What follows belongs to an exercise in optimizing a design on an open flow for small area and a short achievable clock period; a production flow would make more cautious choices. Function was checked by simulation only, so behaviour that the tests miss may differ from the original. Power figures rest on the tool's default switching activity, not on a simulated workload.

## soccer_overlay
module soccer_overlay #(
    parameter int H_ACTIVE = 1920,
    parameter int V_ACTIVE = 1080
) (
    input  logic             clk_i,
    input  logic             rst_i,
    input  logic             cen_i,
    input  logic             vid_sel_i,
    input  soccer_pkg::rgb_t vid_rgb_i,
    input  logic [1:0]       vh_blank_i,
    input  logic [2:0]       dvh_sync_i,
    output logic [2:0]       dvh_sync_o,
    output soccer_pkg::rgb_t vid_rgb_o
);
==> flow/config.mk <==
export PLATFORM = sky130hd
export DESIGN_NAME = soccer_overlay
export DESIGN_NICKNAME = soccer_overlay
export VERILOG_FILES = /design/flow/design.v
export SDC_FILE = /design/flow/constraint.sdc
export NUM_CORES = 4
export LEC_CHECK = 0
export CAP_MARGIN = 20
export CORE_MARGIN = 2
export CORE_UTILIZATION = 65
export CTS_BUF_LIST = sky130_fd_sc_hd__clkbuf_8
export SLEW_MARGIN = 20
==> flow/constraint.sdc <==
create_clock -name core_clock -period 13.0 [get_ports {clk_i}]
set_input_delay 2.6000 -clock core_clock [delete_from_list [all_inputs] [get_ports {clk_i}]]
set_output_delay 2.6000 -clock core_clock [all_outputs]
set_load 0.01 [all_outputs]
standard.sh (not shown) runs the stock make flow with config.mk's settings and CLKGATE_MAP_FILE= SYNTH_SCRIPT=/design/flow/synth_recipe.tcl, a recipe that flattens the netlist after the stock synthesis.
==> flow/flow/run.sh <==
#!/bin/bash
# The standard synthesis and layout, with three changes to how the layout
# is made: after the floorplan, OpenROAD's restructure re-maps the
# combinational logic for area (registers untouched); the ports get plain
# buffers instead of delay cells; and timing repair aims for 9.3 ns of
# setup slack. Each tool's output goes to a log file here.
set -euo pipefail
export BUFFER_PORTS_ARGS="-buffer_cell sky130_fd_sc_hd__buf_2"
export SETUP_SLACK_MARGIN=9.3
bash standard.sh synth > synth.log 2>&1
bash standard.sh floorplan > floorplan.log 2>&1
openroad -no_init -exit flow/restructure.tcl > restructure.log 2>&1
bash standard.sh > layout.log 2>&1
==> flow/flow/restructure.tcl <==
# Re-map the floorplan's combinational logic for timing with OpenROAD's
# restructure (ABC), then write the floorplan back for placement.
set res orfs/results/sky130hd/soccer_overlay/base
set lib $::env(FLOW_HOME)/platforms/sky130hd/lib/sky130_fd_sc_hd__tt_025C_1v80.lib
read_liberty $lib
read_db $res/2_floorplan.odb
read_sdc $res/2_floorplan.sdc
source $::env(FLOW_HOME)/platforms/sky130hd/setRC.tcl
set_dont_use [list sky130_fd_sc_hd__probe_p_8 sky130_fd_sc_hd__probec_p_8 sky130_fd_sc_hd__lpflow_*]
report_design_area
file mkdir rmp
restructure -target timing -liberty_file $lib \
  -tielo_port sky130_fd_sc_hd__conb_1/LO -tiehi_port sky130_fd_sc_hd__conb_1/HI \
  -work_dir rmp -abc_logfile rmp/abc.log
report_design_area
write_db $res/2_floorplan.odb
Next try:
==> flow/flow/run.sh (replaced) <==
#!/bin/bash
# The standard layout, with plain buffers on the ports (instead of delay
# cells) and timing repair that aims for 9.3 ns of setup slack.
set -euo pipefail
export BUFFER_PORTS_ARGS="-buffer_cell sky130_fd_sc_hd__buf_2"
export SETUP_SLACK_MARGIN=9.3
bash standard.sh synth > synth.log 2>&1
bash standard.sh > layout.log 2>&1
Settings changed: CORE_UTILIZATION 65 to 40, CTS_BUF_LIST sky130_fd_sc_hd__clkbuf_8 to default.
removed: flow/flow/restructure.tcl
Outcome: Register-to-register slack gets better by 0.12 ns. Die area climbs by 59%. Design area climbs by 4.0%. Wire length climbs by 4.6%.
Next try:
Settings changed: CORE_UTILIZATION 40 to 65, CTS_BUF_LIST from default to sky130_fd_sc_hd__clkbuf_8.
=>
- setup slack gets worse by 0.036 ns
- synthesized cell count does not change
- final area came out lower by 3.9%
- critical path depth came out higher by 3
- die area came out lower by 37%
- count of clock-buffer cells in the layout came out lower by 1
- total power came out lower by 14%
Next try:
==> flow/flow/run.sh (replaced) <==
#!/bin/bash
# Standard layout, with plain buffers on the ports instead of delay cells,
# and timing repair aiming past the clock period.
set -euo pipefail
export BUFFER_PORTS_ARGS="-buffer_cell sky130_fd_sc_hd__buf_2"
export SETUP_SLACK_MARGIN=9
bash standard.sh synth > synth.log 2>&1
bash standard.sh > layout.log 2>&1
Settings changed: CORE_UTILIZATION 65 to 40, CTS_BUF_LIST sky130_fd_sc_hd__clkbuf_8 to default.
Result:
- synthesized area stays the same
- final area went up by 1.5%
- setup slack loses 0.22 ns

-- re-timing with driven ports --
Ports are ideal in the flow. The routed layouts listed here were re-timed in OpenROAD.
Step 1, drivers: a clkbuf_16 drives clk_i and a buf_2 each remaining input, both assumed.
Step 2 also shifts input and output timing later by t, the mid clock arrival at the registers, as if the neighbouring blocks saw the same clock.
Slacks: no drivers / after step 1 / after step 2; pairs: no drivers / after step 1.
run	t, ns	setup WS [ns]	hold WS [ns]	latest minus earliest clock arrival (ns)	cell pins on the clock port's net
the first run	0.384	9.408 / 9.392 / 9.008	0.477 / 0.477 / 0.477	0.014 / 0.015	1
the second run	0.367	9.444 / 9.463 / 9.096	0.466 / 0.466 / 0.466	0.010 / 0.010	1
the third run	0.384	9.408 / 9.392 / 9.008	0.477 / 0.477 / 0.477	0.014 / 0.015	1
the fourth run	0.379	9.186 / 9.203 / 8.825	0.471 / 0.471 / 0.471	0.011 / 0.011	1
After both steps setup and hold are still met in every run listed.
